What follows belongs to an exercise in optimizing a design on an open flow for small area; a production flow would make more cautious choices.
The RTL was checked by simulation tests, not by an equivalence proof against the original design.

==> flow/design.v (excerpt) <==
module sprite_quad_vertex_setup (
  input  logic               clk,
  input  logic               rst_n,
  input  logic               start,
  output logic               busy,
  input  logic               in_func,
  input  logic [11:0]        in_src_x,
  input  logic [11:0]        in_src_y,
  input  logic [12:0]        in_src_w,
  input  logic [12:0]        in_src_h,
  input  logic signed [15:0] in_dst_x,
  input  logic signed [15:0] in_dst_y,
  input  logic signed [15:0] in_dst_w,
  input  logic signed [15:0] in_dst_h,
  input  logic [31:0]        in_color_rgba,
  input  logic               cfg_valid,
  output logic               cfg_ready,
  input  logic [2:0]         cfg_index,
  input  logic [31:0]        cfg_data,
  output logic               out_strobe,
  output logic [1:0]         out_corner,
  output logic signed [20:0] out_screen_x,
  output logic signed [20:0] out_screen_y,
  output logic signed [17:0] out_tex_s,
  output logic signed [17:0] out_tex_t,
  output logic [7:0]         out_red,
  output logic [7:0]         out_green,
  output logic [7:0]         out_blue,
  output logic [7:0]         out_alpha,
  output logic               out_last
);
Size: ~7800 cells after synthesis, roughly 300 I/O pins, about 80000 µm² of cells after synthesis.
clock: 11.0 ns
lec_check: 0
cap_margin: 20
core_margin: 2
core_utilization: 65
place_density: 0.75
slew_margin: 20
synth_hierarchical: 1
synth_minimum_keep_size: 0
standard.sh (not shown) runs the stock make flow with config.mk's settings and CLKGATE_MAP_FILE= SYNTH_SCRIPT=/design/flow/synth_recipe.tcl, a recipe that flattens the netlist after the stock synthesis.
==> flow/flow/run.sh <==
#!/bin/bash
# The standard layout (standard.sh), with one change: the port buffers that
# global placement adds to every input and output are buf_1 cells instead of the
# default delay buffer. The full make output goes to layout.log in the work folder.
set -euo pipefail
bash standard.sh "BUFFER_PORTS_ARGS=-buffer_cell sky130_fd_sc_hd__buf_1" finish > layout.log 2>&1
The starting point ran to the end with no violations.
Then changed:
--- a/flow/design.v
+++ b/flow/design.v
@@ -489,25 +489,26 @@
   logic [12:0] r4;
   always_comb begin
     s1 = step(r_r, 1'b0, d);
     s2 = step(s1[12:0], 1'b0, d);
     s3 = step(s2[12:0], 1'b0, d);
     s5 = step(r0, b1, d);
     r4 = start ? s5[12:0] : s3[12:0];
     s4 = step(r4, start, d);
     q  = {q_r, s1[13], s2[13], s3[13]};
   end
   always_ff @(posedge clk) begin
     r_r <= s4[12:0];
-    q_r <= {q_r[9:0], s1[13], s2[13], start ? s5[13] : s3[13], s4[13]};
+    if (start) q_r <= {12'b0, s5[13], s4[13]};
+    else       q_r <= {q_r[9:0], s1[13], s2[13], s3[13], s4[13]};
   end
 endmodule
 module sprite_quad_vertex_setup (
   input  logic               clk,
   input  logic               rst_n,
   input  logic               start,
   output logic               busy,
   input  logic               in_func,
   input  logic [11:0]        in_src_x,
   input  logic [11:0]        in_src_y,
   input  logic [12:0]        in_src_w,
   input  logic [12:0]        in_src_h,
@@ -612,49 +613,49 @@
   always_ff @(posedge clk) begin
     enc_r  <= booth_enc(opq1_r, p[1] & mir_r);
     opq1_r <= accept ? in_dst_w : opq2_r;
     opq2_r <= accept ? in_dst_y : opq3_r;
     opq3_r <= accept ? in_dst_x : opq4_r;
     opq4_r <= in_dst_h;
   end
   logic [16:0] q_sl, q_sr, q_tt, q_tb;
   sqvs_div u_div_sl (.clk, .start(accept), .r0(r0_sl), .b1(in_src_x[0]), .d(atlas_w_r), .q(q_sl));
   sqvs_div u_div_sr (.clk, .start(accept), .r0(r0_sr), .b1(vs[0]),       .d(atlas_w_r), .q(q_sr));
   sqvs_div u_div_tt (.clk, .start(accept), .r0(r0_tt), .b1(in_src_y[0]), .d(atlas_h_r), .q(q_tt));
   sqvs_div u_div_tb (.clk, .start(accept), .r0(r0_tb), .b1(vt[0]),       .d(atlas_h_r), .q(q_tb));
-  logic [16:0] h_s0, h_s1, h_tt, h_tb;
+  logic [16:0] h_sl, h_sr, h_tt, h_tb;
   logic [1:0]  hneg;
   always_ff @(posedge clk) begin
-    h_s0 <= p[4] ? (q_sl | {17{sat_r[3]}}) : h_s1;
-    h_s1 <= p[4] ? (q_sr | {17{sat_r[2]}}) : h_s0;
     if (p[4]) begin
+      h_sl  <= q_sl | {17{sat_r[3]}};
+      h_sr  <= q_sr | {17{sat_r[2]}};
       h_tt  <= q_tt | {17{sat_r[1]}};
       h_tb  <= q_tb | {17{sat_r[0]}};
       hneg  <= neg_r;
       col_o <= col_r;
     end
   end
   logic [20:0] pos_x, pos_y;
   sqvs_xform u_xf_x (.clk, .p1(p[2]), .p2(p[3]), .p3(p[4]), .p4(p[5]), .mirror(mir_r),
                      .enc(enc_r),
                      .ca(mat_xx_r), .cb(mat_yx_r), .ct(trans_x_r), .pos(pos_x));
   sqvs_xform u_xf_y (.clk, .p1(p[2]), .p2(p[3]), .p3(p[4]), .p4(p[5]), .mirror(mir_r),
                      .enc(enc_r),
                      .ca(mat_xy_r), .cb(mat_yy_r), .ct(trans_y_r), .pos(pos_y));
   logic k0, k1;
   logic [17:0] s_sel, t_sel;
   logic        s_neg, t_neg;
   assign k0 = p[6] | p[8];
   assign k1 = p[7] | p[8];
-  assign s_sel = {1'b0, h_s0};
+  assign s_sel = {1'b0, k0 ? h_sr : h_sl};
   assign s_neg = k0 & hneg[1];
   assign t_sel = {1'b0, k1 ? h_tt : h_tb};
   assign t_neg = ~k1 & hneg[0];
   assign out_strobe   = p[5] | p[6] | p[7] | p[8];
   assign out_corner   = {k1, k0};
   assign out_last     = p[8];
   assign out_screen_x = pos_x;
   assign out_screen_y = pos_y;
   assign out_tex_s    = s_neg ? -s_sel : s_sel;
   assign out_tex_t    = t_neg ? -t_sel : t_sel;
   assign out_red      = col_o[31:24];
   assign out_green    = col_o[23:16];
Clock skew came out higher by 0.025 ns.
Critical path depth came out higher by 2.
Final area came out higher by a few percent.
First-iteration DRC count came out higher by a few percent.
Setup slack degrades by 0.023 ns.
Utilization came out lower by 0.46 points.
Die area came out higher by a few percent.
Synthesized cell count came out higher by a few percent.
Routed wire length came out higher by a few percent.
Global-route usage stays flat.
Non-clock buffer count came out lower by 2.

-- re-timing with driven ports --
The results above use ideal ports. As a check the final layouts listed here were re-extracted and re-timed, cells and wires unchanged. Step 1: set_driving_cell puts a clkbuf_16 on clk and a buf_2 on each other input, an assumption about the parent block. Step 2 times the ports against the registers' clock, not the clock port: input delays grow and output delays shrink by t, the midpoint of the rising clock arrivals with the driver on. Slacks: ideal / step 1 / step 2; pairs: ideal / step 1.
run | t (ns) | setup slack, ns | cell pins on the clock port's net
the first run | 0.805 | 0.564 / 0.564 / 0.342 | 1
the second run | 0.801 | 0.541 / 0.541 / 0.403 | 1
After both steps setup and hold are still met in every run listed. The setup slack of the first run, which loses most, moves by 0.000 ns with the drivers and by -0.222 ns with both steps.
